This is an optimization exercise on Yosys and OpenROAD, whose aim is small area and a short achievable clock period, not a production implementation.
At most, simulation tests tie the RTL to the original design; equivalence was not proved.
No activity file was given, so power comes from the tool's default toggle rates.

==> module spi_ram_mem, before the edit <==
module spi_ram_mem #(
    parameter int unsigned MEM_DEPTH = 256,
    parameter int unsigned ADDR_SIZE = 8
) (
    input  logic                 clk,
    input  logic                 rst_n,
    input  logic [15:0]          whi_n_i,
    input  logic [15:0]          wlo_n_i,
    input  logic [15:0]          whi_i,
    input  logic [15:0]          wlo_i,
    input  logic [7:0]           wdata_i,
    input  logic                 re_i,
    input  logic [7:0]           rsel0_i,
    input  logic [7:0]           rsel1_i,
    input  logic [1:0]           rhi_i,
    output logic [7:0]           rdata_o
);
    logic [8*MEM_DEPTH-1:0] mem_q;
    logic [31:0]            cand_q;
    logic [7:0]             rdata_q;
    logic [MEM_DEPTH-1:0] wsel, wkeep;
    always_comb begin
        for (int r = 0; r < MEM_DEPTH; r++) begin
            wsel[r]  = !whi_n_i[r / 16] && !wlo_n_i[r % 16];
            wkeep[r] = !(whi_i[r / 16] && wlo_i[r % 16]);
        end
    end
    always_ff @(posedge clk) begin
        for (int r = 0; r < MEM_DEPTH; r++)
            mem_q[8*r +: 8] <= ({8{wsel[r]}} & wdata_i) | ({8{wkeep[r]}} & mem_q[8*r +: 8]);
    end
    logic [7:0]  l1 [32];
    logic [31:0] cand;
    always_comb begin
        for (int g = 0; g < 32; g++) begin
            l1[g] = '0;
            for (int i = 0; i < 8; i++) l1[g] = l1[g] | ({8{rsel0_i[i]}} & mem_q[8*(8*g+i) +: 8]);
        end
        for (int c = 0; c < 4; c++) begin
            cand[8*c +: 8] = '0;
            for (int i = 0; i < 8; i++) cand[8*c +: 8] = cand[8*c +: 8] | ({8{rsel1_i[i]}} & l1[8*c+i]);
        end
    end
    always_ff @(posedge clk) cand_q <= cand;
    always_ff @(posedge clk) begin
        if (!rst_n)    rdata_q <= 8'h00;
        else if (re_i) rdata_q <= cand_q[8*rhi_i +: 8];
    end
    assign rdata_o = rdata_q;
endmodule
==> module spi_ram_ctrl, before the edit <==
module spi_ram_ctrl #(
    parameter int unsigned MEM_DEPTH = 256,
    parameter int unsigned ADDR_SIZE = 8
) (
    input  logic       clk,
    input  logic       rst_n,
    input  logic [9:0] din,
    input  logic       rx_valid,
    output logic [7:0] dout,
    output logic       tx_valid
    ,
    output logic       err
);
    logic                 rx_q;
    logic                 wr_rdy_q;
    logic                 rd_rdy_q;
    logic [ADDR_SIZE-1:0] wr_addr_q;
    logic [7:0]           rd_s0_q;
    logic [7:0]           rd_s1_q;
    logic [1:0]           rd_hi_q;
    logic                 wpend_q;
    logic [15:0]          whi_n_q;    
    logic [15:0]          wlo_n_q;    
    logic [15:0]          whi_q;      
    logic [15:0]          wlo_q;
    logic [7:0]           wdata_q;
    logic                 tx_valid_q;
    logic                 err_q;
    logic                 cmd_edge;
    logic [1:0]           opcode;
    logic                 wr_exec;
    logic                 rd_exec;
    logic                 cmd_illegal;
    always_comb begin
        cmd_edge = rst_n && rx_valid && !rx_q;
        opcode   = din[9:8];
        wr_exec     = cmd_edge && (opcode == spi_ram_pkg::WR_DATA) && wr_rdy_q;
        rd_exec     = cmd_edge && (opcode == spi_ram_pkg::RD_DATA) && rd_rdy_q;
        cmd_illegal = cmd_edge && (((opcode == spi_ram_pkg::WR_DATA) && !wr_rdy_q) ||
                                   ((opcode == spi_ram_pkg::RD_DATA) && !rd_rdy_q));
    end
    always_ff @(posedge clk) begin
        wdata_q <= din[7:0];
        wpend_q <= wr_exec;
        for (int i = 0; i < 16; i++) begin
            whi_n_q[i] <= !(wr_exec && (wr_addr_q[7:4] == 4'(i)));
            wlo_n_q[i] <= (wr_addr_q[3:0] != 4'(i));
            whi_q[i]   <= wr_exec && (wr_addr_q[7:4] == 4'(i));
            wlo_q[i]   <= (wr_addr_q[3:0] == 4'(i));
        end
    end
    always_ff @(posedge clk) begin
        if (!rst_n) begin
            rx_q       <= 1'b0;
            wr_rdy_q   <= 1'b0;
            rd_rdy_q   <= 1'b0;
            wr_addr_q  <= '0;
            rd_s0_q    <= 8'h01;
            rd_s1_q    <= 8'h01;
            rd_hi_q    <= 2'b00;
            tx_valid_q <= 1'b0;
            err_q      <= 1'b0;
        end else begin
            rx_q       <= rx_valid;
            tx_valid_q <= rd_exec;
            if (wpend_q) wr_addr_q <= wr_addr_q + 1'b1;
            if (cmd_edge) begin
                case (opcode)
                    spi_ram_pkg::WR_ADDR: begin
                        wr_addr_q <= din[ADDR_SIZE-1:0];
                        wr_rdy_q  <= 1'b1;
                        rd_rdy_q  <= 1'b0;
                    end
                    spi_ram_pkg::RD_ADDR: begin
                        rd_s0_q   <= 8'h01 << din[2:0];
                        rd_s1_q   <= 8'h01 << din[5:3];
                        rd_hi_q   <= din[7:6];
                        wr_rdy_q  <= 1'b0;
                        rd_rdy_q  <= 1'b1;
                    end
                    spi_ram_pkg::RD_DATA: begin
                        if (rd_exec) rd_rdy_q <= 1'b0;
                    end
                    default: ;
                endcase
            end
            if (cmd_illegal) err_q <= 1'b1;
        end
    end
    spi_ram_mem #(
        .MEM_DEPTH (MEM_DEPTH),
        .ADDR_SIZE (ADDR_SIZE)
    ) u_mem (
        .clk     (clk),
        .rst_n   (rst_n),
        .whi_n_i (whi_n_q),
        .wlo_n_i (wlo_n_q),
        .whi_i   (whi_q),
        .wlo_i   (wlo_q),
        .wdata_i (wdata_q),
        .re_i    (rd_exec),
        .rsel0_i (rd_s0_q),
        .rsel1_i (rd_s1_q),
        .rhi_i   (rd_hi_q),
        .rdata_o (dout)
    );
    assign tx_valid = tx_valid_q;
    assign err = err_q;
endmodule
clock: 4.5 ns
lec_check: 0
cap_margin: 20
core_margin: 2
core_utilization: 60
cts_buf_list: sky130_fd_sc_hd__clkbuf_16
cts_cluster_diameter: 90
cts_cluster_size: 30
place_density: 0.68
setup_slack_margin: 2.5
slew_margin: 20
standard.sh (not shown) runs the stock make flow with config.mk's settings and CLKGATE_MAP_FILE= SYNTH_SCRIPT=/design/flow/synth_recipe.tcl, a recipe that flattens the netlist after the stock synthesis.
==> flow/flow/run.sh <==
#!/bin/bash
set -euo pipefail
export MAKEFLAGS='BUFFER_PORTS_ARGS=-buffer_cell\ sky130_fd_sc_hd__buf_4'
bash standard.sh finish > flow_make.log 2>&1
Next try:
--- a/flow/design.v
+++ b/flow/design.v
@@ -14,34 +14,29 @@
     parameter int unsigned ADDR_SIZE = 8
 ) (
     input  logic                 clk,
     input  logic                 rst_n,
     input  logic [15:0]          whi_n_i,
     input  logic [15:0]          wlo_n_i,
-    input  logic [15:0]          whi_i,
-    input  logic [15:0]          wlo_i,
     input  logic [7:0]           wdata_i,
     input  logic                 re_i,
     input  logic [7:0]           rsel0_i,
     input  logic [7:0]           rsel1_i,
     input  logic [1:0]           rhi_i,
     output logic [7:0]           rdata_o
 );
     logic [8*MEM_DEPTH-1:0] mem_q;
     logic [31:0]            cand_q;
     logic [7:0]             rdata_q;
-    logic [MEM_DEPTH-1:0] wsel, wkeep;
+    logic [MEM_DEPTH-1:0] wsel;
     always_comb begin
-        for (int r = 0; r < MEM_DEPTH; r++) begin
-            wsel[r]  = !whi_n_i[r / 16] && !wlo_n_i[r % 16];
-            wkeep[r] = !(whi_i[r / 16] && wlo_i[r % 16]);
-        end
+        for (int r = 0; r < MEM_DEPTH; r++) wsel[r] = !whi_n_i[r / 16] && !wlo_n_i[r % 16];
     end
     always_ff @(posedge clk) begin
         for (int r = 0; r < MEM_DEPTH; r++)
-            mem_q[8*r +: 8] <= ({8{wsel[r]}} & wdata_i) | ({8{wkeep[r]}} & mem_q[8*r +: 8]);
+            if (wsel[r]) mem_q[8*r +: 8] <= wdata_i;
     end
     logic [7:0]  l1 [32];
     logic [31:0] cand;
     always_comb begin
         for (int g = 0; g < 32; g++) begin
             l1[g] = '0;
@@ -79,14 +74,12 @@
     logic [7:0]           rd_s0_q;
     logic [7:0]           rd_s1_q;
     logic [1:0]           rd_hi_q;
     logic                 wpend_q;
     logic [15:0]          whi_n_q;    
     logic [15:0]          wlo_n_q;    
-    logic [15:0]          whi_q;      
-    logic [15:0]          wlo_q;
     logic [7:0]           wdata_q;
     logic                 tx_valid_q;
     logic                 err_q;
     logic                 cmd_edge;
     logic [1:0]           opcode;
     logic                 wr_exec;
@@ -103,14 +96,12 @@
     always_ff @(posedge clk) begin
         wdata_q <= din[7:0];
         wpend_q <= wr_exec;
         for (int i = 0; i < 16; i++) begin
             whi_n_q[i] <= !(wr_exec && (wr_addr_q[7:4] == 4'(i)));
             wlo_n_q[i] <= (wr_addr_q[3:0] != 4'(i));
-            whi_q[i]   <= wr_exec && (wr_addr_q[7:4] == 4'(i));
-            wlo_q[i]   <= (wr_addr_q[3:0] == 4'(i));
         end
     end
     always_ff @(posedge clk) begin
         if (!rst_n) begin
             rx_q       <= 1'b0;
             wr_rdy_q   <= 1'b0;
@@ -153,14 +144,12 @@
         .ADDR_SIZE (ADDR_SIZE)
     ) u_mem (
         .clk     (clk),
         .rst_n   (rst_n),
         .whi_n_i (whi_n_q),
         .wlo_n_i (wlo_n_q),
-        .whi_i   (whi_q),
-        .wlo_i   (wlo_q),
         .wdata_i (wdata_q),
         .re_i    (rd_exec),
         .rsel0_i (rd_s0_q),
         .rsel1_i (rd_s1_q),
         .rhi_i   (rd_hi_q),
         .rdata_o (dout)
Result: Worst hold slack improved by 0.040 ns; critical path depth does not change; total power goes up by about 7%; synthesized cell count goes down by 38%; synthesized area goes down by 0.45%; setup slack stays flat; sequential cell count goes down by 32; cell count goes down by 28%; sequential power goes up by 13%; design area goes up by 0.76%.
The RTL of the first run of this note was laid out without a check of its function.

---

Setup of v6:
spi_ram_ctrl, a different RTL version from the one above (not shown whole).
Size in the first run: roughly 2200 flip-flops, about 23 I/O pins, about 68000 um^2 of cells after synthesis.
==> module spi_ram_mem, before the edit <==
module spi_ram_mem #(
    parameter int unsigned MEM_DEPTH = 256,
    parameter int unsigned ADDR_SIZE = 8
) (
    input  logic                 clk,
    input  logic                 rst_n,
    input  logic                 we_i,
    input  logic [ADDR_SIZE-1:0] waddr_i,
    input  logic                 wpend_i,
    input  logic [7:0]           wdata_i,
    input  logic                 re_i,
    input  logic [7:0]           rsel0_n_i,
    input  logic [7:0]           rsel1_n_i,
    input  logic [1:0]           rhi_i,
    output logic [7:0]           rdata_o
);
    logic [8*MEM_DEPTH-1:0] mem_q;
    logic                   t_q;
    logic [15:0]            whi_n_q;    
    logic [15:0]            wlo_n_q;    
    logic [7:0]             col_q;
    logic [31:0]            cand_q;
    logic [7:0]             rdata_q;
    always_ff @(posedge clk) begin
        t_q <= !t_q;
        for (int i = 0; i < 16; i++) begin
            whi_n_q[i] <= !((we_i && (waddr_i[7:4] == 4'(i))) || (wpend_i && !whi_n_q[i]));
            wlo_n_q[i] <= wpend_i ? wlo_n_q[i] : (waddr_i[3:0] != 4'(i));
        end
        for (int b = 0; b < 8; b++) col_q[b] <= !wpend_i || (wdata_i[b] ^ !t_q);
    end
    logic [MEM_DEPTH-1:0] row;
    always_comb begin
        for (int r = 0; r < MEM_DEPTH; r++) row[r] = !whi_n_q[r / 16] && !wlo_n_q[r % 16];
    end
    always_ff @(posedge clk) begin
        for (int r = 0; r < MEM_DEPTH; r++)
            for (int b = 0; b < 8; b++)
                mem_q[8*r + b] <= !((row[r] && col_q[b]) || mem_q[8*r + b]);
    end
    logic [7:0]  l1 [32];
    logic [31:0] cand;
    always_comb begin
        for (int g = 0; g < 32; g++) begin
            l1[g] = '0;
            for (int i = 0; i < 8; i++)
                l1[g] = l1[g] | ({8{!rsel0_n_i[i]}} & ~mem_q[8*(8*g+i) +: 8]);
        end
        for (int c = 0; c < 4; c++) begin
            cand[8*c +: 8] = '0;
            for (int i = 0; i < 8; i++) cand[8*c +: 8] = cand[8*c +: 8] | ({8{!rsel1_n_i[i]}} & l1[8*c+i]);
        end
    end
    always_ff @(posedge clk) cand_q <= cand;
    always_ff @(posedge clk) begin
        if (!rst_n)    rdata_q <= 8'h00;
        else if (re_i) rdata_q <= cand_q[8*rhi_i +: 8] ^ {8{t_q}};
    end
    assign rdata_o = rdata_q;
endmodule
==> module spi_ram_ctrl, before the edit <==
module spi_ram_ctrl #(
    parameter int unsigned MEM_DEPTH = 256,
    parameter int unsigned ADDR_SIZE = 8
) (
    input  logic       clk,
    input  logic       rst_n,
    input  logic [9:0] din,
    input  logic       rx_valid,
    output logic [7:0] dout,
    output logic       tx_valid
    ,
    output logic       err
);
    logic                 rx_q;
    logic                 wr_rdy_q;
    logic                 rd_rdy_q;
    logic [ADDR_SIZE-1:0] wr_addr_q;
    logic [7:0]           rd_s0_n_q;
    logic [7:0]           rd_s1_n_q;
    logic [1:0]           rd_hi_q;
    logic                 wpend_q;    
    logic [7:0]           wdata_q;    
    logic                 tx_valid_q;
    logic                 err_q;
    logic                 cmd_edge;
    logic [1:0]           opcode;
    logic                 wr_exec;
    logic                 rd_exec;
    logic                 cmd_illegal;
    always_comb begin
        cmd_edge = rst_n && rx_valid && !rx_q;
        opcode   = din[9:8];
        wr_exec     = cmd_edge && (opcode == spi_ram_pkg::WR_DATA) && wr_rdy_q;
        rd_exec     = cmd_edge && (opcode == spi_ram_pkg::RD_DATA) && rd_rdy_q;
        cmd_illegal = cmd_edge && (((opcode == spi_ram_pkg::WR_DATA) && !wr_rdy_q) ||
                                   ((opcode == spi_ram_pkg::RD_DATA) && !rd_rdy_q));
    end
    always_ff @(posedge clk) begin
        wdata_q <= din[7:0];
        wpend_q <= wr_exec;
    end
    always_ff @(posedge clk) begin
        if (!rst_n) begin
            rx_q       <= 1'b0;
            wr_rdy_q   <= 1'b0;
            rd_rdy_q   <= 1'b0;
            wr_addr_q  <= '0;
            rd_s0_n_q  <= 8'hfe;
            rd_s1_n_q  <= 8'hfe;
            rd_hi_q    <= 2'b00;
            tx_valid_q <= 1'b0;
            err_q      <= 1'b0;
        end else begin
            rx_q       <= rx_valid;
            tx_valid_q <= rd_exec;
            if (wpend_q) wr_addr_q <= wr_addr_q + 1'b1;
            if (cmd_edge) begin
                case (opcode)
                    spi_ram_pkg::WR_ADDR: begin
                        wr_addr_q <= din[ADDR_SIZE-1:0];
                        wr_rdy_q  <= 1'b1;
                        rd_rdy_q  <= 1'b0;
                    end
                    spi_ram_pkg::RD_ADDR: begin
                        rd_s0_n_q <= ~(8'h01 << din[2:0]);
                        rd_s1_n_q <= ~(8'h01 << din[5:3]);
                        rd_hi_q   <= din[7:6];
                        wr_rdy_q  <= 1'b0;
                        rd_rdy_q  <= 1'b1;
                    end
                    spi_ram_pkg::RD_DATA: begin
                        if (rd_exec) rd_rdy_q <= 1'b0;
                    end
                    default: ;
                endcase
            end
            if (cmd_illegal) err_q <= 1'b1;
        end
    end
    spi_ram_mem #(
        .MEM_DEPTH (MEM_DEPTH),
        .ADDR_SIZE (ADDR_SIZE)
    ) u_mem (
        .clk     (clk),
        .rst_n   (rst_n),
        .we_i    (wr_exec),
        .waddr_i (wr_addr_q),
        .wpend_i (wpend_q),
        .wdata_i (wdata_q),
        .re_i    (rd_exec),
        .rsel0_n_i (rd_s0_n_q),
        .rsel1_n_i (rd_s1_n_q),
        .rhi_i   (rd_hi_q),
        .rdata_o (dout)
    );
    assign tx_valid = tx_valid_q;
    assign err = err_q;
endmodule
clock: 4.5 ns
lec_check: 0
cap_margin: 20
core_margin: 2
core_utilization: 60
cts_buf_list: sky130_fd_sc_hd__clkbuf_16
cts_cluster_diameter: 90
cts_cluster_size: 30
place_density: 0.68
setup_slack_margin: 2.5
slew_margin: 20
Scripts as last shown in full above: flow/flow/run.sh
v6: full flow OK, the timing, DRC and antenna checks passed
[inputs] v7 vs v6
--- a/flow/design.v
+++ b/flow/design.v
@@ -19,10 +19,10 @@
     input  logic [ADDR_SIZE-1:0] waddr_i,
     input  logic                 wpend_i,
     input  logic [7:0]           wdata_i,
     input  logic                 re_i,
-    input  logic [7:0]           rsel0_n_i,
-    input  logic [7:0]           rsel1_n_i,
+    input  logic [7:0]           rsel0_i,
+    input  logic [7:0]           rsel1_i,
     input  logic [1:0]           rhi_i,
     output logic [7:0]           rdata_o
 );
     logic [8*MEM_DEPTH-1:0] mem_q;
@@ -53,20 +53,19 @@
     logic [31:0] cand;
     always_comb begin
         for (int g = 0; g < 32; g++) begin
             l1[g] = '0;
-            for (int i = 0; i < 8; i++)
-                l1[g] = l1[g] | ({8{!rsel0_n_i[i]}} & ~mem_q[8*(8*g+i) +: 8]);
+            for (int i = 0; i < 8; i++) l1[g] = l1[g] | ({8{rsel0_i[i]}} & mem_q[8*(8*g+i) +: 8]);
         end
         for (int c = 0; c < 4; c++) begin
             cand[8*c +: 8] = '0;
-            for (int i = 0; i < 8; i++) cand[8*c +: 8] = cand[8*c +: 8] | ({8{!rsel1_n_i[i]}} & l1[8*c+i]);
+            for (int i = 0; i < 8; i++) cand[8*c +: 8] = cand[8*c +: 8] | ({8{rsel1_i[i]}} & l1[8*c+i]);
         end
     end
     always_ff @(posedge clk) cand_q <= cand;
     always_ff @(posedge clk) begin
         if (!rst_n)    rdata_q <= 8'h00;
-        else if (re_i) rdata_q <= cand_q[8*rhi_i +: 8] ^ {8{t_q}};
+        else if (re_i) rdata_q <= cand_q[8*rhi_i +: 8] ^ {8{!t_q}};
     end
     assign rdata_o = rdata_q;
 endmodule
 module spi_ram_ctrl #(
@@ -85,10 +84,10 @@
     logic                 rx_q;
     logic                 wr_rdy_q;
     logic                 rd_rdy_q;
     logic [ADDR_SIZE-1:0] wr_addr_q;
-    logic [7:0]           rd_s0_n_q;
-    logic [7:0]           rd_s1_n_q;
+    logic [7:0]           rd_s0_q;
+    logic [7:0]           rd_s1_q;
     logic [1:0]           rd_hi_q;
     logic                 wpend_q;    
     logic [7:0]           wdata_q;    
     logic                 tx_valid_q;
@@ -115,10 +114,10 @@
             rx_q       <= 1'b0;
             wr_rdy_q   <= 1'b0;
             rd_rdy_q   <= 1'b0;
             wr_addr_q  <= '0;
-            rd_s0_n_q  <= 8'hfe;
-            rd_s1_n_q  <= 8'hfe;
+            rd_s0_q    <= 8'h01;
+            rd_s1_q    <= 8'h01;
             rd_hi_q    <= 2'b00;
             tx_valid_q <= 1'b0;
             err_q      <= 1'b0;
         end else begin
@@ -132,10 +131,10 @@
                         wr_rdy_q  <= 1'b1;
                         rd_rdy_q  <= 1'b0;
                     end
                     spi_ram_pkg::RD_ADDR: begin
-                        rd_s0_n_q <= ~(8'h01 << din[2:0]);
-                        rd_s1_n_q <= ~(8'h01 << din[5:3]);
+                        rd_s0_q   <= 8'h01 << din[2:0];
+                        rd_s1_q   <= 8'h01 << din[5:3];
                         rd_hi_q   <= din[7:6];
                         wr_rdy_q  <= 1'b0;
                         rd_rdy_q  <= 1'b1;
                     end
@@ -158,10 +157,10 @@
         .waddr_i (wr_addr_q),
         .wpend_i (wpend_q),
         .wdata_i (wdata_q),
         .re_i    (rd_exec),
-        .rsel0_n_i (rd_s0_n_q),
-        .rsel1_n_i (rd_s1_n_q),
+        .rsel0_i (rd_s0_q),
+        .rsel1_i (rd_s1_q),
         .rhi_i   (rd_hi_q),
         .rdata_o (dout)
     );
     assign tx_valid = tx_valid_q;
Notes after the runs:
The final layout from v7, which completed every stage, passed the timing, DRC and antenna checks at the end of the flow.
v7 vs. v6: shortest period the worst path allows decreased by 0.28 ns relative to the old numbers; die span in y increased by 0.66% relative to the old numbers.
v7: area of the die 1.3% above v6
Overall overflow remaining after global route: v7 vs v6 identical
Taking v6 as the reference, in v7 cell count fell about 3%, total number of nets in the final design shrank by about 4%, total length of routed met3 wires went down.

## port drivers added, routing unchanged
The results above use ideal ports. As a check the final layouts listed here were re-extracted and re-timed, cells and wires unchanged.
Step 1, drivers: a clkbuf_16 drives clk and a buf_2 each remaining input, both assumed.
Step 2 times the ports against the registers' clock, not the clock port: input delays grow and output delays shrink by t, the midpoint of the rising clock arrivals with the driver on.
Slacks: ideal / step 1 / step 2; pairs: ideal / step 1.
run | shift t [ns] | setup WS [ns] | hold slack, ns | latest minus earliest clock arrival (ns) | worst register clock-pin slew, ns
the first run of note 1 | 0.829 | 2.292 / 2.203 / 1.834 | 0.297 / 0.295 / 0.476 | 0.043 / 0.043 | 0.12 / 0.12
the second run of note 1 | 0.788 | 2.293 / 2.217 / 2.026 | 0.336 / 0.285 / 0.547 | 0.038 / 0.039 | 0.12 / 0.12
v6 | 0.800 | 2.121 / 2.121 / 1.729 | 0.322 / 0.277 / 0.397 | 0.034 / 0.035 | 0.12 / 0.12
v7 | 0.789 | 2.406 / 2.325 / 1.917 | 0.316 / 0.345 / 0.413 | 0.042 / 0.042 | 0.12 / 0.12
After both steps every run listed still meets setup and hold. For v7, which loses most, drivers alone change the setup slack by -0.081 ns; drivers and shift together by -0.489 ns.
